Background: an optimization exercise with open tools, aiming at small area. Do not read the settings as production practice. The RTL was checked by simulation tests, not by an equivalence proof against the original design. Power figures rest on the tool's default switching activity, not on a simulated workload. The clock port is modelled as an ideal driver; clocking choices that lean on that would not hold on a real chip.

**flow/config.mk**
```make
export PLATFORM = sky130hd
export DESIGN_NAME = mnist_frame_binarizer
export DESIGN_NICKNAME = mnist_frame_binarizer
export VERILOG_FILES = /design/flow/design.v
export SDC_FILE = /design/flow/constraint.sdc
export NUM_CORES = 4
export LEC_CHECK = 0
export CAP_MARGIN = 0
export CORE_MARGIN = 2
export CORE_UTILIZATION = 70
export CTS_BUF_LIST = sky130_fd_sc_hd__clkbuf_16
export CTS_CLUSTER_DIAMETER = 200
export CTS_CLUSTER_SIZE = 30
export SLEW_MARGIN = 0
```
**flow/constraint.sdc**
```tcl
create_clock -name core_clock -period 6.5 [get_ports {clk}]
set_input_delay 1.3000 -clock core_clock [delete_from_list [all_inputs] [get_ports {clk}]]
set_output_delay 1.3000 -clock core_clock [all_outputs]
set_load 0.01 [all_outputs]
```
**flow/design.v**
```verilog
package mnist_frame_binarizer_pkg;
    localparam int IMG_W      = 28;
    localparam int IMG_H      = 28;
    localparam int CROP_OFF   = 4;
    localparam int CROP_W     = 20;
    localparam int PIX_W      = 8;
    localparam int THRESH     = 128;
    localparam int NET_INPUTS = CROP_W * CROP_W;
    localparam int COL_W = $clog2(IMG_W);
    localparam int ROW_W = $clog2(IMG_H);
    localparam int K_W   = $clog2(NET_INPUTS);
    localparam logic [COL_W-1:0] COL_LAST    = COL_W'(IMG_W - 1);
    localparam logic [ROW_W-1:0] ROW_LAST    = ROW_W'(IMG_H - 1);
    localparam logic [COL_W-1:0] COL_CROP_LO = COL_W'(CROP_OFF);
    localparam logic [COL_W-1:0] COL_CROP_HI = COL_W'(CROP_OFF + CROP_W - 1);
    localparam logic [ROW_W-1:0] ROW_CROP_LO = ROW_W'(CROP_OFF);
    localparam logic [ROW_W-1:0] ROW_CROP_HI = ROW_W'(CROP_OFF + CROP_W - 1);
    localparam logic [PIX_W-1:0] THRESH_V    = PIX_W'(THRESH);
    typedef enum logic {
        FILL = 1'b0,
        HOLD = 1'b1
    } state_t;
endpackage
module mnist_crop_counter
(
    input  logic           clk,
    input  logic           rst_n,
    input  logic           beat,
    input  logic           in_last,
    output logic           in_crop,
    output logic           is_final
);
    localparam logic [4:0] X_FIRST = 5'(32 - mnist_frame_binarizer_pkg::CROP_OFF);
    localparam logic [4:0] X_LAST  = 5'(mnist_frame_binarizer_pkg::IMG_W - 1 - mnist_frame_binarizer_pkg::CROP_OFF);
    logic [4:0] row_q;
    logic [4:0] col_q;
    logic       col_end;
    logic       restart;
    logic       col_step;
    logic       row_step;
    always_comb begin
        col_end  = (col_q == X_LAST);
        in_crop  = (row_q < 5'(mnist_frame_binarizer_pkg::CROP_W)) && (col_q < 5'(mnist_frame_binarizer_pkg::CROP_W));
        is_final = (row_q == X_LAST) && col_end;
        restart  = beat && (is_final || in_last || col_end);
        col_step = beat && !(is_final || in_last || col_end);
        row_step = beat && col_end && !(is_final || in_last);
    end
    always_ff @(posedge clk or negedge rst_n) begin
        if (!rst_n) begin
            col_q <= X_FIRST;
        end else if (restart) begin
            col_q <= X_FIRST;
        end else if (col_step) begin
            col_q <= col_q + 5'd1;
        end
    end
    always_ff @(posedge clk or negedge rst_n) begin
        if (!rst_n) begin
            row_q <= X_FIRST;
        end else if (beat && (is_final || in_last)) begin
            row_q <= X_FIRST;
        end else if (row_step) begin
            row_q <= row_q + 5'd1;
        end
    end
endmodule
module mnist_frame_binarizer
(
    input  logic                  clk,
    input  logic                  rst_n,
    input  logic                  in_valid,
    output logic                  in_ready,
    input  logic [mnist_frame_binarizer_pkg::PIX_W-1:0] in_pixel,
    input  logic                  in_last,
    output logic                  out_valid,
    input  logic                  out_ready,
    output logic [mnist_frame_binarizer_pkg::NET_INPUTS-1:0] out_frame,
    output logic                  frame_err
    ,
    output logic [7:0]            err_cnt
);
    logic                  hold_q;
    logic [mnist_frame_binarizer_pkg::NET_INPUTS-1:0] asm_q;
    logic                  beat;
    logic                  pix_bit;
    logic                  in_crop;
    logic                  is_final;
    logic                  frame_done;
    logic                  out_free;
    logic                  out_take;
    logic                  load;
    assign in_ready = !hold_q;
    mnist_crop_counter u_cnt (
        .clk      (clk),
        .rst_n    (rst_n),
        .beat     (beat),
        .in_last  (in_last),
        .in_crop  (in_crop),
        .is_final (is_final)
    );
    always_comb begin
        beat       = in_valid && !hold_q;
        pix_bit    = (in_pixel >= mnist_frame_binarizer_pkg::THRESH_V);
        frame_done = beat && is_final && in_last;
        out_free   = !out_valid || out_ready;
        out_take   = out_valid && out_ready;
        load       = (frame_done && out_free) || (hold_q && out_take);
    end
    always_ff @(posedge clk) begin
        if (beat && in_crop) begin
            asm_q <= {pix_bit, asm_q[mnist_frame_binarizer_pkg::NET_INPUTS-1:1]};
        end
        if (load) begin
            out_frame <= asm_q;
        end
    end
    always_ff @(posedge clk or negedge rst_n) begin
        if (!rst_n) begin
            hold_q    <= 1'b0;
            out_valid <= 1'b0;
            frame_err <= 1'b0;
        end else begin
            hold_q    <= hold_q ? !out_ready : (frame_done && !out_free);
            out_valid <= load || (out_valid && !out_ready);
            frame_err <= beat && (in_last != is_final);
        end
    end
    logic err_inc;
    assign err_inc = frame_err && !(&err_cnt);
    always_ff @(posedge clk or negedge rst_n) begin
        if (!rst_n) begin
            err_cnt <= '0;
        end else begin
            err_cnt <= err_cnt + {7'd0, err_inc};
        end
    end
endmodule
```
**flow/flow/run.sh**
```bash
#!/bin/bash
# Standard layout with two changes:
#  - the combinational logic of the standard synthesis is re-mapped for area
#    (flip-flops untouched), before floorplanning;
#  - every input and output port gets the smallest buffer;
#  - the placement-stage repair may use only small buffers and inverters.
set -euo pipefail
here=$(pwd)
export BUFFER_PORTS_ARGS="-buffer_cell sky130_fd_sc_hd__buf_1"
export PRE_GLOBAL_PLACE_TCL=$here/flow/small_bufs.tcl
export PRE_RESIZE_TCL=$here/flow/small_bufs.tcl
R=$here/orfs/results/$FLOW_PLATFORM/mnist_frame_binarizer/base
LIB=$FLOW_HOME/platforms/sky130hd/lib/sky130_fd_sc_hd__tt_025C_1v80.lib

bash standard.sh synth > synth.log 2>&1

# Cells the flow may not use, as the standard synthesis passed them to abc.
DU=$(grep -o -- "-dont_use [A-Za-z0-9_]*" orfs/logs/$FLOW_PLATFORM/mnist_frame_binarizer/base/1_2_yosys.log | sort -u | tr '\n' ' ')
cp $R/1_2_yosys.v std_synth.v
sed -e "s#@LIB@#$LIB#g" -e "s#@IN@#$here/std_synth.v#" -e "s#@TOP@#$FLOW_TOP#" \
    -e "s#@DONTUSE@#$DU#" -e "s#@SCRIPT@#$here/flow/area.abc#" -e "s#@OUT@#$here/resyn_all.v#" \
    flow/resyn.ys.in > resyn.ys
yosys -l resyn.log resyn.ys > /dev/null 2>&1
# Keep only the top module (the file also holds the cell models yosys read).
awk -v top="$FLOW_TOP" '$1=="module"{keep=($2 ~ "^"top"[ (]")} keep{print} $1=="endmodule"{keep=0}' resyn_all.v > resyn.v
grep -q "^module $FLOW_TOP" resyn.v
cp resyn.v $R/1_2_yosys.v
touch $R/1_2_yosys.v

bash standard.sh finish > standard.log 2>&1
```
**flow/flow/area.abc**
```
strash
dc2
dch -f
amap
topo
```
**flow/flow/resyn.ys.in**
```
# Re-map the combinational logic of the standard synthesis for area. The
# flip-flops are kept as they are (same cells, same instance names).
read_liberty -ignore_miss_func @LIB@
read_verilog @IN@
hierarchy -top @TOP@
setattr -mod -set keep_hierarchy 1 sky130_fd_sc_hd__df* sky130_fd_sc_hd__edf* sky130_fd_sc_hd__sdf* sky130_fd_sc_hd__dl* sky130_fd_sc_hd__sedf*
flatten
opt -purge
abc -liberty @LIB@ @DONTUSE@ -script @SCRIPT@
# left out here: clean up, clear keep_hierarchy
stat -liberty @LIB@
write_verilog -noattr -noexpr -nohex -nodec @OUT@
```
**flow/flow/small_bufs.tcl**
```tcl
# Keep the repair of the two 400-load enable nets to small buffers: the
# timing has slack to spare and a tree of small buffers takes less area.
set_dont_use {
  sky130_fd_sc_hd__buf_6 sky130_fd_sc_hd__buf_8 sky130_fd_sc_hd__buf_12 sky130_fd_sc_hd__buf_16
  sky130_fd_sc_hd__bufinv_8 sky130_fd_sc_hd__bufinv_16 sky130_fd_sc_hd__bufbuf_8 sky130_fd_sc_hd__bufbuf_16
  sky130_fd_sc_hd__clkbuf_8 sky130_fd_sc_hd__clkbuf_16
  sky130_fd_sc_hd__inv_8 sky130_fd_sc_hd__inv_12 sky130_fd_sc_hd__inv_16
  sky130_fd_sc_hd__clkinv_8 sky130_fd_sc_hd__clkinv_16
}
```
**flow/standard.sh**
```bash
#!/bin/bash
# synth_recipe.tcl (not shown) runs the flow's synth.tcl, then flattens the netlist and writes it again
# the make line also repeats each setting of config.mk as NAME=value (left out here)
make -C /OpenROAD-flow-scripts/flow DESIGN_CONFIG=/design/flow/config.mk WORK_HOME=/design/flow/orfs CLKGATE_MAP_FILE= SYNTH_SCRIPT=/design/flow/synth_recipe.tcl "${@:-finish}"
```
==> results.txt, run 1 <==
Outcome:
- The run finished with no timing, DRC or antenna violations.

Setup path:
- The category of the worst setup path launch point is a flip-flop.
- The delay contributed by the slowest stage of the critical path is 0.56 ns.
- STA classifies the critical path endpoint as a flip-flop.
- Data arrives at the worst endpoint at between 3 and 4 ns.
- The flop-to-flop setup slack is between 2 and 3 ns.
- The data required time at the worst endpoint is between 6 and 7 ns.
- The worst-path cell with the longest stage delay is dfstp_2.
- The critical path starts at u_cnt.col_q[2]$_DFFE_PN1P_.
- Along the worst path, the maximum fanout reaches 36.
- The worst register-to-register path begins at u_cnt.col_q[2]$_DFFE_PN1P_.
- The critical path class is flip-flop to flip-flop.
- The critical path goes through nand3_1 > nor3_1 > nand4_1 > nor2_1 > a21oi_1 > nor2_4 > buf_4 > buf_1.

Drt:
- The detailed router placed 10100 vias in this run.
- The final routed wirelength across all metal layers is about 42000 um.
- The per-cell via count in the routed design is about 5.5.
- After detailed routing, the average wire length per cell comes to 22.9 um.
- For this run, the detailed router's first-pass iteration total came to 5.
- Once detail routing completed, the nets flagged for antenna violations numbered 0.
- The detailed router finished its first iteration with 930 violations.
- The remaining design rule violation count is 0.

STA:
- Setup repair after global routing left no endpoint under its margin.
- At the pin with the least slew margin, the transition time is approximately 1.0 ns.
- The clock period could shrink to approximately 3.5 ns.
- The total count of max-transition violations in the final report is 0.
- The clock arrives with around 0.024 ns of skew.
- The worst slew margin relative to its limit is 31.6%.
- Setup violations remaining at the end of the flow were counted as 0.
- The maximum clock frequency is around 0.28 GHz.
- The count of final hold-check violations was 0.
- The post-route clock period utilization is between 50% and 60%.

GRT:
- The number of antenna violations at the first check in global routing was 0.
- For met1 alone, demand over resource in global routing was between 30 and 40%.
- For met2 alone, demand over resource in global routing was a little over a third.
- The first-pass GRT wire length is about 60000 um.
- For this run the aggregate overflow at the end of global routing stands at 0.
- The layer carrying the most global-route usage is met2.
- The number of global-route vias before repair came to a little under 10000.
- For this run, the total global-route usage over all layers was measured as 22.5%.
- Entering global routing, the biggest net connects 80 pins.
- The met3 track demand over resource is 7.16%.

Clock tree:
- The number of hold buffers added after CTS was 0.
- The largest buffer count on any clock path is 3.
- The TritonCTS clock tree is yes.
- The clock drives roughly 820 sinks.
- The source-to-sink clock delay at the later pin of the worst-skew pair is ~0.6 ns.
- Post-CTS repair changed the size of 0 cells.
- In this run, CTS created clock tree buffers numbering 31.
- The clock transition at the registers of the reported paths is 0.11 ns.
- Clock tree synthesis selected as its root buffer the cell clkbuf_16.
- The number of H-tree levels is 1.
- The post-CTS setup repair buffer count is 0.

Final layout:
- After the last flow step, the layout net total stands at 1392.
- The library cell used most frequently in the layout, excluding fill and tap cells, is edfxtp_1.
- Compared with the post-synthesis result, the final layout area differs by 12.7%.
- The count of non-filler cells in the finished layout is around 1900.
- In the final layout, the share of cells above drive strength 1 is about 4.5%.
- For this run, the share of the core covered by cells in the final layout is between 70% and 80%.
- The antenna diode count is 0.
- In the layout the commonest cells are edfxtp_1, buf_1, clkbuf_16.
- The total of fill cells in the finished design is between 1500 and 2000.
- After routing the design area is around 28000 um^2.

Yosys:
- The total number of yosys warnings is 2.
- The number of nets in the synthesized netlist is between 900 and 1000.
- Summing every instance area after synthesis gives roughly 25000 um^2.
- The average instance in the mapped netlist occupies about 28 um^2.
- The cell count after synthesis is roughly 900.

Placed design:
- Input and output buffers added on the ports amount to 416.
- After detailed placement, the total cell area comes to about 27000 um^2.
- The HPWL after detailed placement is 28400 um.
- Including well taps, the total number of placed cells is ~1800.
- At the end of routability-driven placement, the weighted congestion stood at roughly 0.8.

Floorplanning:
- between 400 and 500 I/O pins were placed.
- The placeable core region is between 30000 and 40000 um^2.
- The overall die height is around 190 um.
- The die is 193 um wide.
- The die covers 37200 um^2.
- The number of placement rows is 69.
- Once the floorplan was initialized, standard cells occupied about 70% of the core.

Worst hold path:
- The class of the most critical hold timing path is flip-flop to flip-flop.
- The startpoint identified for the worst hold timing path is asm_q[134]$_DFFE_PP_.

Pwr:
- The reported leakage power is 8.64 nW.
- Dividing total power by cell area gives a power density of 288 nW/um^2.
- The maximum vdd drop is 302 uV.
- The total power is 8.09 mW.

Job:
- Max-cap violations in this run came to 0.
through the flow:
step | TNS (ns) | hold WS, ns | setup slack, ns
3_5_place_dp | 0 | 0.429 | 2.35
4_1_cts | 0 | 0.441 | 2.96
2_1_floorplan | -4117.12 | 0.400 | -8.69
6_report | 0 | 0.431 | 2.95
3_3_place_gp | 0 | 0.424 | 2.45
5_1_grt | 0 | 0.440 | 2.64
report_power, final:
group,switching [mW],internal (mW)
clock,1.38,0.875
combinational,0.0469,0.0248
sequential,0.0241,5.74
total,1.45,6.64
state kept, by name (all words and copies together), names as in the netlist:
register and cells:
out_valid 1, u_cnt.col_q 5, out_frame 400, asm_q 400, err_cnt 8, hold_q 1, u_cnt.row_q 5, frame_err 1
path summary, 6_finish.rpt:
path / end / cells past startpoint
worst max-delay path: out_frame[211]$_DFFE_PP_ / 8
worst min-delay path: asm_q[133]$_DFFE_PP_ / 0
worst max register to register: out_frame[211]$_DFFE_PP_ / 8
worst min register to register: asm_q[133]$_DFFE_PP_ / 0
max in group asynchronous: err_cnt[4]$_DFF_PN0_ / 1
min in group asynchronous: err_cnt[6]$_DFF_PN0_ / 1
critical path, delay by kind of cell, from the launching register on:
| kind | cells | cell delay, ns |
|---|---|---|
| buffers and inverters | 2 | 1.10 |
| flip-flops | 1 | 0.56 |
| AND/OR/NAND/NOR | 5 | 1.41 |
| AO/OA/AOI/OAI | 1 | 0.08 |
layout make-up:
type | count | area, um^2 | area share [%]
inverter | 16 | 77.6 | 0.276
multi-input combinational | 68 | 375 | 1.33
clock inverter | 13 | 65.1 | 0.231
sequential | 821 | 24600 | 87.3
clock buffer | 31 | 776 | 2.76
timing repair buffer | 441 | 1700 | 6.05
tap | 461 | 577 | 2.05
routing by layer:
metal	up-vias	wire length (um)
met1	5126	16600
met4	0	624
met2	425	20500
met3	41	4600
li1	4541	-
met5	-	0
==> run 2, diff against run 1 <==
--- a/flow/flow/run.sh
+++ b/flow/flow/run.sh
@@ -7,6 +7,8 @@
 set -euo pipefail
 here=$(pwd)
 export BUFFER_PORTS_ARGS="-buffer_cell sky130_fd_sc_hd__buf_1"
+# The standard clock tree settings, without dummy loads on the leaf nets.
+export CTS_ARGS="-sink_clustering_enable -repair_clock_nets -sink_clustering_size 30 -sink_clustering_max_diameter 200 -buf_list sky130_fd_sc_hd__clkbuf_16 -dont_use_dummy_load"
 export PRE_GLOBAL_PLACE_TCL=$here/flow/small_bufs.tcl
 export PRE_RESIZE_TCL=$here/flow/small_bufs.tcl
 R=$here/orfs/results/$FLOW_PLATFORM/mnist_frame_binarizer/base
==> run 2 against run 1 <==
Compared with the run above: still clean on timing, DRC and antenna; non-clock buffer count increased by 1; power decreased by 0.68%; sequential power hardly changed; register-to-register slack about the same; cell count fell by 0.65%; critical endpoint is now out_frame[212]$_DFFE_PP_.
==> results.txt, run 2 <==
Final layout:
- The total non-filler cell area in the finished layout is 28100 um^2.
- After filler insertion, the fill cell instance count of the layout stands at 1752.
- The repair_antennas step left the layout with diodes totalling 0.
- Of the cells placed in the final design, the portion with a size suffix greater than 1 is around 4.4%.
- The relative area change from synthesis to final layout is 12.5%.
- In the final layout, the registers with the most flip-flops are asm_q: 400 flops, out_frame: 400 flops, err_cnt: 8 flops.
- After the last flow step, the layout net total stands at 1393.
- In the layout the commonest cells are edfxtp_1, buf_1, clkbuf_16.
- The end-of-flow core utilization is approximately 80%.
- The most frequent standard cell in the layout excluding fill and tap cells is edfxtp_1.

Setup path:
- The largest individual stage delay along the critical path comes from the cell dfstp_2.
- The data required time at the worst endpoint is between 6 and 7 ns.
- The category of the worst setup path launch point is a flip-flop.
- The top fanout value on the critical path is 36.
- The delay contributed by the slowest stage of the critical path is 0.56 ns.
- The data arrival time of the critical path is around 3.8 ns.
- The setup check on the worst reg-to-reg path leaves a slack of slightly below 3 ns.
- Traced cell by cell, the critical path runs through nand3_1 > nor3_1 > nand4_1 > nor2_1 > a21oi_1 > nor2_4 > buf_4 > buf_1.
- The cell count of the worst reg-to-reg path is 8.
- The worst register-to-register path begins at u_cnt.col_q[2]$_DFFE_PN1P_.
- The nature of the critical path endpoint is a flip-flop.
- The worst register-to-register path ends at out_frame[212]$_DFFE_PP_.
- The critical path is of the flip-flop to flip-flop type.

Clock tree:
- Post-CTS repair changed the size of 0 cells.
- Clock tree synthesis inserted a total of 31 buffers.
- In this run the post-CTS setup repair buffer count came out at 0.
- The tree built by TritonCTS fans out to around 820 sinks.
- The source-to-sink clock delay at the later pin of the worst-skew pair is around 0.6 ns.
- TritonCTS built the clock tree.
- In this run the deepest clock path goes through 3 buffers.
- After clock tree synthesis, the clock-pin slew on the worst setup and hold paths is between 0.1 and 0.15 ns.
- The quantity of hold-fixing buffers added after cts is 0.
- In this run the clock root is driven by a clkbuf_16.
- The number of H-tree levels is 1.

Drt:
- For this block, the via count after detailed routing is around 10000.
- In the routed design, unresolved DRC markers number 0.
- The final layout contains routed wiring with a total length of 42300 um.
- The initial detailed-routing violation count is around 900.
- The per-cell via count in the routed design is ~5.5.
- The detailed-routing iteration count for the pre-antenna-repair pass is 5.
- The number of routed nets with antenna violations is 0.
- After detailed routing, the average wire length per cell comes to around 23 um.

Worst hold path:
- The launch point of the worst hold path is asm_q[134]$_DFFE_PP_.
- Along the worst hold path, the cell count comes to 0.
- For hold timing, the worst endpoint is asm_q[133]$_DFFE_PP_.
- The worst hold path belongs to the class flip-flop to flip-flop.

Job:
- Across the run, the number of max-cap violations was 0.

Placed design:
- Port buffering added 416 buffers.
- OpenSTA, run right after detailed placement, puts the worst setup slack at 2.35 ns.
- The HPWL after detailed placement is around 28000 um.
- Once placement finished, the instance area stood at between 20000 and 30000 um^2.
- The placer's final routability congestion estimate is between 0.7 and 0.8.

Floorplanning:
- The placeable core region is 35300 um^2.
- The number of placement rows is 69.
- For this configuration, the core starts out at a cell density of ~71%.
- Pin placement for this block handled ~420 I/O pins.
- The die covers roughly 37000 um^2.
- In this run the horizontal extent of the chip is 193 um.
- The die is between 150 and 200 um tall.

STA:
- Across all setup checks in the final design, the least slack found is a little under 3 ns.
- The final clock skew is approximately 0.047 ns.
- At the pin with the least slew margin, the transition time is around 1.0 ns.
- Setup repair after global routing left no endpoint under its margin.
- The total count of max-transition violations in the final report is 0.
- The count of final hold-check violations was 0.
- Counting I/O delays and the setup requirement, the final critical path takes ~3.5 ns.
- The worst slew margin relative to its limit is between 30% and 40%.
- The count of final setup violators is 0.
- The post-route clock period utilization is between 50% and 60%.
- Based on the critical path, the design can be clocked at up to ~0.28 GHz.

Yosys:
- The number of nets in the synthesized netlist is about 900.
- After synthesis the cells add up to 25000 um^2.
- The synthesized area per cell is 27.6 um^2.
- The total number of yosys warnings is 2.
- Synthesis produced a netlist whose cell count is between 900 and 1000.

Pwr:
- The reported leakage power is between 8 and 9 nW.
- The maximum vdd drop is 241 uV.
- The total power is about 8 mW.
- In this run the power density over the cells is 286 nW/um^2.

GRT:
- For this run, the total global-route usage over all layers was measured as 22.4%.
- The number of global-route vias before repair is approximately 9700.
- The leftover overflow at the end of global routing is 0.
- The number of antenna violations at the first check in global routing came to 0.
- The first-pass GRT wire length is ~60000 um.
- The maximum number of pins on one net before global-route repair is 80.

Outcome:
- The run finished with no timing, DRC or antenna violations.
-- run 2: cell types whose count changed in the layout (fill, tap and decap cells not counted) --
cell      previous run  this run
buf_8                0         1
inv_16               1         0
clkbuf_2             1         0
buf_1              422       423
inv_1               12         0
-- run 2: worst max-delay path by stage --
| stage | endpoint | start | slack, ns | depth (start not counted) |
|---|---|---|---|---|
| 5_1_grt | out_frame[212]$_DFFE_PP_ | u_cnt.col_q[2]$_DFFE_PN1P_ | 2.64 | 8 |
| 3_3_place_gp | out_frame[169]$_DFFE_PP_ | in_valid | 2.45 | 9 |
| 3_5_place_dp | out_frame[172]$_DFFE_PP_ | in_valid | 2.35 | 9 |
| 2_1_floorplan | asm_q[0]$_DFFE_PP_ | in_valid | -8.69 | 4 |
| 4_1_cts | out_frame[212]$_DFFE_PP_ | u_cnt.col_q[2]$_DFFE_PN1P_ | 2.96 | 8 |
| 6_report | out_frame[212]$_DFFE_PP_ | u_cnt.col_q[2]$_DFFE_PN1P_ | 2.96 | 8 |
-- run 2: through the flow --
stage                     setup TNS [ns]  hold slack [ns]  std cells
final                                  0            0.397       1839
after global routing                   0            0.406       1839
after CTS                              0            0.404       1838
after detailed placement               0            0.429       1807
after global placement                 0            0.424       1807
after floorplan                 -4117.12            0.400        905
-- run 2: final cells by class --
cell class / count / area, um^2 / area share, %
flip-flops and latches: 821 / 24600 / 87.5
multi-input cells: 68 / 375 / 1.34
well taps: 461 / 577 / 2.05
inverters: 16 / 77.6 / 0.276
clock buffers: 31 / 776 / 2.76
repair buffers: 442 / 1720 / 6.11
-- run 2: critical path, delay by kind of cell (launching register included) --
family          cells  cell delay, ns
simple gates        5            1.42
buf+inv             2            1.09
flops               1            0.56
compound gates      1            0.08
-- run 2: layer usage --
layer / share of wire, % / vias to the layer above / track usage (%)
li1: - / 4525 / -
met1: 40 / 5151 / 32.3
met2: 48 / 417 / 34.9
met3: 11 / 42 / 7.38
met4: 1.5 / 0 / 4.32
met5: 0 / - / 0
-- run 2: report_power, final --
group	internal (mW)	leakage, nW	switching, mW	total, mW
clock	0.856	0.382	1.34	2.20
sequential	5.74	7.44	0.0240	5.76
combinational	0.0255	0.750	0.0470	0.0725
==> run 3, diff against run 2 <==
--- a/flow/flow/run.sh
+++ b/flow/flow/run.sh
@@ -1,5 +1,5 @@
 #!/bin/bash
-# Standard layout with two changes:
+# Standard layout with these changes:
 #  - the combinational logic of the standard synthesis is re-mapped for area
 #    (flip-flops untouched), before floorplanning;
 #  - every input and output port gets the smallest buffer;
@@ -8,7 +8,7 @@
 here=$(pwd)
 export BUFFER_PORTS_ARGS="-buffer_cell sky130_fd_sc_hd__buf_1"
 # The standard clock tree settings, without dummy loads on the leaf nets.
-export CTS_ARGS="-sink_clustering_enable -repair_clock_nets -sink_clustering_size 30 -sink_clustering_max_diameter 200 -buf_list sky130_fd_sc_hd__clkbuf_16 -dont_use_dummy_load"
+export CTS_ARGS="-sink_clustering_enable -repair_clock_nets -sink_clustering_size 34 -sink_clustering_max_diameter 200 -buf_list sky130_fd_sc_hd__clkbuf_16 -dont_use_dummy_load"
 export PRE_GLOBAL_PLACE_TCL=$here/flow/small_bufs.tcl
 export PRE_RESIZE_TCL=$here/flow/small_bufs.tcl
 R=$here/orfs/results/$FLOW_PLATFORM/mnist_frame_binarizer/base
--- a/flow/config.mk
+++ b/flow/config.mk
@@ -10,5 +10,5 @@
 export CORE_UTILIZATION = 70
 export CTS_BUF_LIST = sky130_fd_sc_hd__clkbuf_16
 export CTS_CLUSTER_DIAMETER = 200
-export CTS_CLUSTER_SIZE = 30
+export CTS_CLUSTER_SIZE = 34
 export SLEW_MARGIN = 0
==> run 3 against run 2 <==
Compared with the run above: maximum frequency rose by 0.29%; largest power group unchanged; global-route usage fell by 0.18 points; worst setup slack improved by 0.010 ns; routed wire length rose by 0.22%; sequential share of layout area increased by 0.27 points; power down 1.1%; first-iteration DRC count decreased by 4.3%.
==> results.txt, run 3 <==
Outcome:
- The run finished with no timing, DRC or antenna violations.

Pwr:
- The maximum vdd drop is about 240 uV.
- Dividing total power by cell area gives a power density of between 200 and 300 nW/um^2.
- The reported leakage power is around 8.5 nW.

Yosys:
- In this run the cell area of the synthesized design comes to around 25000 um^2.
- The number of nets in the synthesized netlist is 918.
- During synthesis, Yosys emitted a total of 2 warnings.
- A synthesized cell averages ~28 um^2.
- Synthesis handed over a netlist of 905 instances.

STA:
- The worst slew margin relative to its limit is 22.4%.
- The count of final setup violators is 0.
- Static timing analysis puts the maximum clock frequency at roughly 0.28 GHz.
- Setup repair after global routing left no endpoint under its margin.
- The clock arrives with 0.0697 ns of skew.
- The pin slew with the least headroom to its limit is 1.16 ns.
- The total negative slack is 0 ns.
- The final critical path takes up a little over half of the cycle.
- The count of final hold-check violations was 0.
- The total count of max-transition violations in the final report is 0.
- The smallest clock period supported by the final layout is computed as 3.53 ns.

Drt:
- The remaining design rule violation count is 0.
- The final routed wirelength across all metal layers is 42400 um.
- The detailed-routing iteration count for the pre-antenna-repair pass is 5.
- The per-cell via count in the routed design is between 5 and 6.
- The initial detailed-routing violation count is about 860.
- The count of nets left with antenna violations once routing finished came out at 0.
- The average wire per standard cell is ~23 um.
- For this block, the via count after detailed routing is around 10000.

Clock tree:
- The root cell of the clock tree is clkbuf_16.
- The clock drives 821 sinks.
- After clock tree synthesis, the setup repair step added 0 buffers.
- The clock transition at the registers of the reported paths is about 0.12 ns.
- The number of H-tree levels is 1.
- The number of clock buffers inserted by TritonCTS is 28.
- At the later pin of the worst-skew pair, clock insertion delay measures 0.59 ns.
- The post-cts sizing count is 0.
- TritonCTS built the clock tree.
- In this run the deepest clock path goes through 3 buffers.
- Hold repair after CTS inserted 0 buffers.

Worst hold path:
- The class of the most critical hold timing path is flip-flop to flip-flop.
- Along the worst hold path, the cell count comes to 0.

GRT:
- The maximum number of pins on one net before global-route repair is 80.
- The number of antenna violations at the first check in global routing is 0.
- The number of global-route vias before repair was 9579.
- The first-pass GRT wire length is 59400 um.
- The leftover overflow at the end of global routing is 0.
- In the global route stage, overall resource usage came out at around 22%.

Floorplanning:
- The die is approximately 190 um wide.
- The number of top-level design ports is 424.
- The floorplan has 69 rows.
- The overall die height is 193 um.
- The die footprint is 37200 um^2.
- Once the floorplan was initialized, standard cells occupied 70.7% of the core.
- The placeable core region is ~35000 um^2.

Setup path:
- The number of cells on the worst reg-to-reg path is 8.
- The worst setup path is of the flip-flop to flip-flop kind.
- The data required time at the worst endpoint is slightly below 7 ns.
- The data arrival time of the critical path is 3.76 ns.
- STA classifies the critical path startpoint as a flip-flop.
- The worst setup path is captured at a flip-flop.
- In this run the worst path has a maximum fanout of 36.

Placed design:
- Port buffering added around 420 buffers.
- The post-place instance area is approximately 27000 um^2.
- The placer's final routability congestion estimate is 0.798.
- The total half-perimeter wirelength after legalization and detailed placement is 28400 um.

Final layout:
- The library cells used most frequently in the layout, excluding fill and tap cells, are edfxtp_1, buf_1, clkbuf_16.
- The total non-filler cell area in the finished layout is between 20000 and 30000 um^2.
- The share of final-layout standard cells stronger than drive strength 1 is 4.15%.
- The total number of nets in the final design is 1389.
- The library cell used most frequently in the layout, excluding fill and tap cells, is edfxtp_1.
- Relative to the synthesized area, the layout overhead comes to 12.1%.
- The largest registers in the layout are asm_q: 400 flops, out_frame: 400 flops, err_cnt: 8 flops.

Job:
- The max capacitance violation total is 0.
run 3: layout make-up:
type,instances,area (um^2)
Inverter,16,77.6
Timing Repair Buffer,441,1700
Antenna cell,1,2.50
Tap cell,461,577
Multi-Input combinational cell,68,375
Sequential cell,821,24600
Clock buffer,28,701
Fill cell,1784,7320
run 3: routing by layer:
metal	vias up	wire length, um	track usage [%]
met5	-	0	0
met4	0	708	4.55
met3	44	4340	7.36
met2	411	20400	34.8
met1	5085	16900	31.7
li1	4514	-	-
run 3: path summary, 6_finish.rpt:
kind | start | endpoint | slack, ns
worst max-delay path | u_cnt.col_q[2]$_DFFE_PN1P_ | out_frame[221]$_DFFE_PP_ | 2.97
worst min-delay path | asm_q[390]$_DFFE_PP_ | out_frame[390]$_DFFE_PP_ | 0.37
worst max register to register | u_cnt.col_q[2]$_DFFE_PN1P_ | out_frame[221]$_DFFE_PP_ | 2.97
worst min register to register | asm_q[390]$_DFFE_PP_ | out_frame[390]$_DFFE_PP_ | 0.37
max in group asynchronous | rst_n | err_cnt[5]$_DFF_PN0_ | 4.81
min in group asynchronous | rst_n | err_cnt[1]$_DFF_PN0_ | 0.91
run 3: per-stage QoR:
step	setup slack (ns)	utilization (%)	std cells	total power [mW]	hold slack, ns
floorplan	-8.69	-	905	5.92	0.400
global placement	2.45	77.3	1807	5.95	0.424
detailed placement	2.35	77.3	1807	5.95	0.429
CTS	2.97	79.3	1835	7.98	0.362
global route	2.64	79.3	1835	8.14	0.380
finish	2.97	79.3	1836	7.95	0.366
run 3: report_power, final:
part / internal [mW] / switching, mW
combinational: 0.0247 / 0.0457
clock: 0.780 / 1.34
sequential: 5.74 / 0.0239
run 3: worst max-delay path, stage by stage (launching register included):
cell     delay [ns]
dfstp_2        0.56
nand3_1        0.13
nor3_1         0.40
nand4_1        0.23
nor2_1         0.13
a21oi_1        0.08
nor2_4         0.52
buf_4          0.56
buf_1          0.53
==> run 4, diff against run 3 <==
--- a/flow/flow/run.sh
+++ b/flow/flow/run.sh
@@ -3,14 +3,15 @@
 #  - the combinational logic of the standard synthesis is re-mapped for area
 #    (flip-flops untouched), before floorplanning;
 #  - every input and output port gets the smallest buffer;
-#  - the placement-stage repair may use only small buffers and inverters.
+#  - the placement-stage repair may use only small buffers and inverters;
+#  - the clock tree has no dummy loads.
 set -euo pipefail
 here=$(pwd)
 export BUFFER_PORTS_ARGS="-buffer_cell sky130_fd_sc_hd__buf_1"
-# The standard clock tree settings, without dummy loads on the leaf nets.
-export CTS_ARGS="-sink_clustering_enable -repair_clock_nets -sink_clustering_size 34 -sink_clustering_max_diameter 200 -buf_list sky130_fd_sc_hd__clkbuf_16 -dont_use_dummy_load"
 export PRE_GLOBAL_PLACE_TCL=$here/flow/small_bufs.tcl
 export PRE_RESIZE_TCL=$here/flow/small_bufs.tcl
+# The standard clock tree settings, without dummy loads on the leaf nets.
+export CTS_ARGS="-sink_clustering_enable -repair_clock_nets -sink_clustering_size 33 -sink_clustering_max_diameter 200 -buf_list sky130_fd_sc_hd__clkbuf_16 -dont_use_dummy_load"
 R=$here/orfs/results/$FLOW_PLATFORM/mnist_frame_binarizer/base
 LIB=$FLOW_HOME/platforms/sky130hd/lib/sky130_fd_sc_hd__tt_025C_1v80.lib
 
==> flow/flow/area.abc (replaced) <==
&get -n
&deepsyn -T 20 -S 1
&put
dch -f
amap
--- a/flow/config.mk
+++ b/flow/config.mk
@@ -7,8 +7,8 @@
 export LEC_CHECK = 0
 export CAP_MARGIN = 0
 export CORE_MARGIN = 2
-export CORE_UTILIZATION = 70
+export CORE_UTILIZATION = 65
 export CTS_BUF_LIST = sky130_fd_sc_hd__clkbuf_16
 export CTS_CLUSTER_DIAMETER = 200
-export CTS_CLUSTER_SIZE = 34
+export CTS_CLUSTER_SIZE = 33
 export SLEW_MARGIN = 0
==> run 4 against run 3 <==
Compared with the run above: still clean; sequential cell count stayed put; cell count is 2.4% higher; core utilization is 4.8 points lower; sequential share of layout area is 0.20 points lower; non-clock buffer count is 4 higher; synthesized area is 0.17% lower; routed wire length is 3.1% lower.
==> results.txt, run 4 <==
GRT:
- The number of global-route vias before repair is ~9400.
- For this run the aggregate overflow at the end of global routing stands at 0.
- The number of antenna violations at the first check in global routing is 0.
- Entering global routing, the biggest net connects just over 80 pins.
- The global routing usage summed across all routing layers is between 20% and 30%.
- The first-pass GRT wire length is between 50000 and 60000 um.

Pwr:
- Total power for the finished layout comes to just under 8 mW.
- The reported leakage power is approximately 6.2 nW.
- IR analysis of the VDD net gives a maximum drop of 227 uV.
- The cell area power density is around 280 nW/um^2.

Floorplanning:
- The die footprint is between 30000 and 40000 um^2.
- The floorplan has 71 rows.
- The die is around 200 um wide.
- For this design the top-level I/O count stands at between 400 and 500.
- The die is around 200 um tall.
- In this run the standard cell core region covers between 30000 and 40000 um^2.
- Once the floorplan was initialized, standard cells occupied between 60% and 70% of the core.

Final layout:
- The share of final-layout standard cells stronger than drive strength 1 is under 10%.
- The area growth from synthesis to layout is 12.6%.
- At the end of the flow the core is filled with cells to between 70% and 80%.
- The largest registers in the layout are asm_q: 400 flops, out_frame: 400 flops, err_cnt: 8 flops.
- The total non-filler cell area in the finished layout is 28100 um^2.
- The antenna diode count is 0.
- The top cell types in the final layout, fill and taps aside, are edfxtp_1, buf_1, clkbuf_16.
- In the final design database the tool counted about 1400 nets.
- The most frequent standard cell in the layout excluding fill and tap cells is edfxtp_1.
- The count of non-filler cells in the finished layout is approximately 1900.

Yosys:
- The total number of yosys warnings is 2.
- The cell count after synthesis is 896.
- In this run the cell area of the synthesized design comes to 24900 um^2.
- The synthesized area per cell is roughly 28 um^2.
- The number of nets in the synthesized netlist is about 900.

Drt:
- After detailed routing, the average wire length per cell comes to 21.8 um.
- The routed layout has around 10000 vias.
- The final routed wirelength across all metal layers is 41100 um.
- The first TritonRoute pass finished after 5 iterations.
- Once detail routing completed, the nets flagged for antenna violations numbered 0.
- The per-cell via count in the routed design is approximately 5.3.
- The remaining design rule violation count is 0.
- The initial detailed-routing violation count is around 810.

Setup path:
- For the worst flop-to-flop path, the logic depth is 16.
- At the worst endpoint, the arrival time is 4.37 ns.
- The category of the worst setup path launch point is an input port.
- In this design, the stage delay of the slowest critical-path cell is 0.81 ns.
- The critical path goes through buf_1 > nand2_8 > clkinv_1 > and3_4 > nand2_2 > clkinv_2 > and3_4 > and2_4 > nand2_2 > clkinv_2 > nand2_2 > nand2_1 > nor2_2 > a22oi_2 > nor2_4 > buf_4.
- The data required time at the worst endpoint is 6.74 ns.
- In this run the worst path has a maximum fanout of 40.
- The critical path class is input port to flip-flop.
- Grouping stages by cell kind, the critical path spends the most delay in simple AND/OR/NAND/NOR gates.
- The number of cells on the critical path is 16.
- The critical path contains buffers and inverters numbering 5 combined.
- The nature of the critical path endpoint is a flip-flop.
- The slowest stage of the critical path belongs to the cell nor2_4.
- The cell that appears most often on the critical path is nand2_2.

STA:
- The worst path meets setup with about 2.4 ns of slack.
- Setup repair after global routing left no endpoint under its margin.
- On the final layout, the worst hold slack is 0.448 ns.
- The worst slew margin relative to its limit is approximately 30%.
- For the final routed database, the setup TNS stands at 0 ns.
- The post-route clock period utilization is 63.5%.
- The count of final setup violators is 0.
- The maximum clock frequency is ~0.24 GHz.
- The count of final hold-check violations is 0.
- The pin slew with the least headroom to its limit is between 1 and 1.5 ns.
- The routed design could run at a clock period as short as 4.13 ns.
- The total count of max-transition violations in the final report is 0.
- The final clock skew is about 0.016 ns.

Clock tree:
- The quantity of hold-fixing buffers added after cts is 0.
- The clock transition at the registers of the reported paths is between 0.1 and 0.15 ns.
- The root cell of the clock tree is clkbuf_16.
- In this run, post-CTS repair resized a total of 0 instances.
- In this run the post-CTS setup repair buffer count came out at 0.
- In this run, CTS created clock tree buffers numbering 28.
- For the worst-skew pair, the clock arrives at the later sink with an insertion delay of 0.59 ns.
- The number of H-tree levels is 1.
- The tree built by TritonCTS fans out to a little over 800 sinks.
- The TritonCTS clock tree is yes.
- The longest clock path from root to sink contains 3 buffers.

Placed design:
- The number of buffers inserted by port buffering is between 400 and 500.
- The placer's final routability congestion estimate is ~0.79.
- The pre-CTS worst setup slack is 1.71 ns.
- After detailed placement, the design holds a cell count of around 1900.
- The post-place instance area is 27400 um^2.
- The total half-perimeter wirelength after legalization and detailed placement is between 20000 and 30000 um.

Job:
- The max capacitance violation total is 0.

Worst hold path:
- The class of the most critical hold timing path is flip-flop to flip-flop.
- The worst hold path cell count is 0.

Outcome:
- The run finished with no timing, DRC or antenna violations.
## run 4: final timing paths
check | from | to | slack (ns)
worst max-delay path | in_valid | out_frame[335]$_DFFE_PP_ | 2.37
worst min-delay path | asm_q[171]$_DFFE_PP_ | asm_q[170]$_DFFE_PP_ | 0.45
worst max register to register | hold_q$_DFF_PN0_ | out_frame[335]$_DFFE_PP_ | 2.65
worst min register to register | asm_q[171]$_DFFE_PP_ | asm_q[170]$_DFFE_PP_ | 0.45
max in group asynchronous | rst_n | err_cnt[4]$_DFF_PN0_ | 4.81
min in group asynchronous | rst_n | hold_q$_DFF_PN0_ | 0.50
## run 4: where the power goes
group | total, mW | switching [mW] | internal (mW)
clock network | 2.11 | 1.33 | 0.779
logic | 0.0642 | 0.0386 | 0.0257
registers | 5.76 | 0.0206 | 5.73
## run 4: layout make-up
| class | instances | area, um^2 |
|---|---|---|
| well taps | 511 | 639 |
| clock buffers | 28 | 701 |
| multi-input cells | 62 | 374 |
| flip-flops and latches | 821 | 24600 |
| repair buffers | 445 | 1730 |
| inverters | 13 | 51.3 |
| fillers | 2161 | 9610 |
## run 4: metal layers
layer / up-vias / wire length [um] / GRT usage [%]
met2: 336 / 19600 / 31.1
li1: 4493 / - / -
met4: 0 / 1010 / 5.21
met5: - / 0 / 0
met3: 48 / 4010 / 7.04
met1: 5018 / 16400 / 28.0
==> run 5, diff against run 4 <==
--- a/flow/config.mk
+++ b/flow/config.mk
@@ -7,7 +7,7 @@
 export LEC_CHECK = 0
 export CAP_MARGIN = 0
 export CORE_MARGIN = 2
-export CORE_UTILIZATION = 65
+export CORE_UTILIZATION = 75
 export CTS_BUF_LIST = sky130_fd_sc_hd__clkbuf_16
 export CTS_CLUSTER_DIAMETER = 200
 export CTS_CLUSTER_SIZE = 33
==> run 5 against run 4 <==
Compared with the run above: the flow now stops in clock tree synthesis (4_1_cts); synthesized area is the same; synthesized cell count unchanged.
==> results.txt, run 5 <==
Outcome:
- The flow did not finish.
- The tool reported: "[ERROR DPL-0033] detailed placement checks failed during check placement".
- The failing step is clock tree synthesis (4_1_cts).

Clock tree:
- The post-CTS setup repair buffer count is 0.
- The number of H-tree levels is 1.
- The tree built by TritonCTS fans out to about 820 sinks.
- The root cell of the clock tree is clkbuf_16.
- The post-cts sizing count is 0.
- Counting the buffers created by CTS gives 28.
- After clock tree synthesis, the flow added hold-fix buffers numbering 0.
- The clock passes through at most 3 buffers.

Yosys:
- The total number of yosys warnings is 2.
- A synthesized cell averages approximately 28 um^2.
- The synthesized netlist occupies a cell area of 24900 um^2.
- The number of nets in the synthesized netlist is between 900 and 1000.
- Synthesis produced between 800 and 900 cells.

Floorplanning:
- The effective utilization at floorplan is approximately 76%.
- The number of top-level design ports is between 400 and 500.
- The floorplan die width is 186 um.
- The overall die height is ~190 um.
- The number of placement rows is between 60 and 70.

Placed design:
- The placer's final routability congestion estimate is 0.818.
- The number of placed instances with taps included is 1785.
- Summing all placed instances gives a cell area of roughly 27000 um^2.
- In this run the tool buffered the top-level ports with 416 buffer cells.
- The total half-perimeter wirelength after legalization and detailed placement is 29500 um.
- The pre-CTS worst setup slack is 1.63 ns.
==> run 5: worst max-delay path by stage <==
stage / from / endpoint / slack (ns) / cells past startpoint
after floorplan: in_valid / asm_q[0]$_DFFE_PP_ / -4.81 / 2
after global placement: in_valid / out_frame[17]$_DFFE_PP_ / 1.75 / 17
after detailed placement: in_valid / out_frame[189]$_DFFE_PP_ / 1.63 / 17
==> run 5: power by group through the flow <==
stage	logic, mW	clock network [mW]	registers (mW)
detailed placement	0.0665	0	5.88
floorplan	0.0338	0	5.88
global placement	0.0622	0	5.87
==> run 6, diff against run 5 <==
--- a/flow/config.mk
+++ b/flow/config.mk
@@ -7,7 +7,7 @@
 export LEC_CHECK = 0
 export CAP_MARGIN = 0
 export CORE_MARGIN = 2
-export CORE_UTILIZATION = 75
+export CORE_UTILIZATION = 70
 export CTS_BUF_LIST = sky130_fd_sc_hd__clkbuf_16
 export CTS_CLUSTER_DIAMETER = 200
 export CTS_CLUSTER_SIZE = 33
==> run 6 against run 5 <==
Compared with the run above: now clean on timing, DRC and antenna; synthesized area unchanged; synthesized cell count unchanged.
==> results.txt, run 6 <==
STA:
- Setup total negative slack on the finished layout was measured at 0 ns.
- Setup repair after global routing left no endpoint under its margin.
- Measured against its own limit, the worst slew margin works out to a little over a quarter.
- The smallest clock period supported by the final layout is computed as about 4.0 ns.
- The maximum clock frequency is about 0.25 GHz.
- The count of final hold-check violations is 0.
- The total count of max-transition violations in the final report is 0.
- The final clock skew is approximately 0.027 ns.
- The count of final setup violators is 0.
- The pin slew with the least headroom to its limit is between 1 and 1.5 ns.
- The worst path uses roughly 62% of the clock period.

Drt:
- After detailed routing, the average wire length per cell comes to 22.2 um.
- The via count of the routed design is roughly 10000.
- After detailed routing, the total wire length is slightly above 40000 um.
- The count of nets left with antenna violations once routing finished came out at 0.
- Before antenna repair, the detailed router went through 5 iterations.
- The initial detailed-routing violation count is around 830.
- The remaining design rule violation count is 0.
- The per-cell via count in the routed design is roughly 5.5.

Floorplanning:
- Row generation in the floorplan step produced a little under 70 rows.
- The floorplan die width is slightly below 200 um.
- Measured along the y axis, the die boundary spans a little under 200 um.
- ~420 I/O pins were placed.
- The region available for standard cell placement spans approximately 35000 um^2.
- Once the floorplan was initialized, standard cells occupied a little over two thirds of the core.
- The die covers roughly 37000 um^2.

Placed design:
- The placer's final routability congestion estimate is slightly below 0.8.
- The number of buffers inserted by port buffering is between 400 and 500.
- The number of placed instances with taps included is roughly 1800.
- Summed over all nets, the half-perimeter wirelength after detailed placement is around 27000 um.

Yosys:
- The average instance in the mapped netlist occupies 27.8 um^2.
- The netlist area before placement is ~25000 um^2.
- The Yosys step of the flow raised 2 warnings.
- The number of nets in the synthesized netlist is 909.
- The cell count after synthesis is about 900.

Pwr:
- For this design the ratio of total power to cell area is around 280 nW/um^2.
- In this run switching power makes up around 17% of total power.
- Summed over all cells, the static leakage comes to 6.16 nW.
- The internal portion of the total power is between 6 and 7 mW.
- IR analysis of the VDD net gives a maximum drop of 271 uV.
- The sequential share of power is 72.7%.
- Summed over all nets, the switching power comes to between 1 and 1.5 mW.
- The combinational fraction of design power is less than 1%.
- The clock network accounts for 26.5% of the total power.

Worst hold path:
- The tightest min-delay check is of the flip-flop to flip-flop type.

GRT:
- The number of antenna violations at the first check in global routing is 0.
- The number of global-route vias before repair is between 9000 and 10000.
- Global routing used 21.2% of the available tracks across all layers.
- The total overflow left after global routing is 0.
- The first global-routing pass estimated 56700 um of wire.
- The maximum number of pins on one net before global-route repair is 82.

Final layout:
- 0 antenna diodes ended up in the layout.
- Leaving out fill and tap cells, the most frequent cell in the layout is edfxtp_1.
- The total of fill cells in the finished design is between 1500 and 2000.
- For this run, the number of standard cells in the final layout without fillers is ~1800.
- The top cell types in the final layout, fill and taps aside, are edfxtp_1, buf_1, clkbuf_16.
- For this run, the post-layout net count is between 1000 and 1500.
- Cells with a size suffix above 1 make up 5.13% of the layout.
- The largest registers in the layout are asm_q: 400 flops, out_frame: 400 flops, err_cnt: 8 flops.
- The relative area change from synthesis to final layout is 12.2%.

Clock tree:
- CTS built an H-tree with a depth of 1.
- The clock transition at the registers of the reported paths is roughly 0.11 ns.
- The quantity of hold-fixing buffers added after cts is 0.
- The tree is rooted in a clkbuf_16.
- The TritonCTS clock tree is yes.
- The post-CTS setup repair buffer count is 0.
- The post-cts sizing count is 0.
- The largest buffer count on any clock path is 3.
- The number of clock buffers added by TritonCTS is 28.
- Clock tree synthesis found a total of between 800 and 900 sinks.
- For the worst-skew pair, the clock arrives at the later sink with an insertion delay of a little under 0.6 ns.

Setup path:
- The category of the worst setup path launch point is an input port.
- Along the worst path, the maximum fanout reaches 33.
- The data required time at the worst endpoint is about 6.7 ns.
- The nature of the critical path endpoint is a flip-flop.
- The critical path class is input port to flip-flop.
- Data on the critical path arrives at its endpoint at approximately 4.3 ns.

Outcome:
- The flow ran to the end and the layout has no timing, DRC or antenna violations.

Job:
- Max-cap violations in this run came to 0.
-- run 6: metrics by stage --
stage                     hold WS (ns)  worst slack (ns)  util [%]  cell area [um^2]  power, mW
after detailed placement         0.429              1.81      77.2             27300       5.94
after global routing             0.446              2.19      79.2             28000       8.14
final                            0.444              2.46      79.2             28000       7.92
after CTS                        0.446              2.42      79.2             28000       7.97
after global placement           0.422              1.87      77.2             27300       5.94
after floorplan                  0.400             -4.81         -             25000       5.91
-- run 6: cell type report --
cell class / instances / area [um^2] / area share (%)
clock buffer: 28 / 701 / 2.51
multi-input combinational: 62 / 374 / 1.34
inverter: 13 / 51.3 / 0.183
timing repair buffer: 440 / 1700 / 6.08
tap: 461 / 577 / 2.06
sequential: 821 / 24600 / 87.8
-- run 6: final timing paths --
path,slack (ns),start,endpoint,cells after the start
min in group asynchronous,0.89,rst_n,err_cnt[3]$_DFF_PN0_,1
setup / recovery,2.46,in_valid,out_frame[339]$_DFFE_PP_,16
max in group asynchronous,4.94,rst_n,u_cnt.row_q[1]$_DFFE_PN0P_,1
hold reg to reg,0.44,asm_q[122]$_DFFE_PP_,asm_q[121]$_DFFE_PP_,0
hold / removal,0.44,asm_q[122]$_DFFE_PP_,asm_q[121]$_DFFE_PP_,0
setup reg to reg,2.74,hold_q$_DFF_PN0_,out_frame[339]$_DFFE_PP_,16
-- run 6: routing by layer --
layer	track usage, %	up-vias	wire length (um)
li1	-	4483	-
met1	30.2	5099	16000
met2	33.7	344	20100
met3	5.56	45	3620
met4	5.31	0	856
met5	0	-	0
-- run 6: worst max-delay path, stage by stage --
cell      delay [ns]
buf_1           0.14
nand2_8         0.13
clkinv_1        0.08
and3_4          0.18
nand2_2         0.07
clkinv_2        0.07
and3_4          0.16
and2_4          0.16
nand2_2         0.08
clkinv_2        0.07
nand2_2         0.09
nand2_1         0.08
nor2_2          0.20
a22oi_2         0.13
nor2_4          0.58
buf_2           0.72
-- run 6: power groups by stage --
stage	Sequential (mW)	Combinational [mW]	Clock [mW]
global placement	5.87	0.0627	0
finish	5.76	0.0655	2.10
detailed placement	5.88	0.0658	0
global route	5.76	0.0731	2.30
floorplan	5.88	0.0338	0
CTS	5.76	0.0658	2.14

[afterwards: timing with drivers on the ports]
In the flow no input, the clock included, has a driving cell. The finished layouts below were timed again as built, in two steps.
Step 1 assumes that a clkbuf_16 drives the clock port and a buf_2 every other input.
Step 2, shift: input delay + t, output delay - t, t = (earliest + latest rising clock arrival at the registers) / 2. This alone moves slack from input paths to output paths.
a / b / c = no drivers / after step 1 / after step 2; a / b = the first two.
| run | shift t [ns] | setup WS [ns] | worst data-port slew with drivers (ns) |
|---|---|---|---|
| run 1 | 0.641 | 2.953 / 2.953 / 2.386 | 0.06 |
| run 2 | 0.623 | 2.962 / 2.962 / 2.396 | 0.06 |
| run 3 | 0.605 | 2.972 / 2.972 / 2.418 | 0.09 |
| run 4 | 0.636 | 2.374 / 2.400 / 1.764 | 0.03 |
| run 6 | 0.629 | 2.462 / 2.485 / 1.856 | 0.05 |
After both steps every run listed still meets setup and hold. For run 4, which loses most, drivers alone change the setup slack by +0.026 ns; drivers and shift together by -0.610 ns.
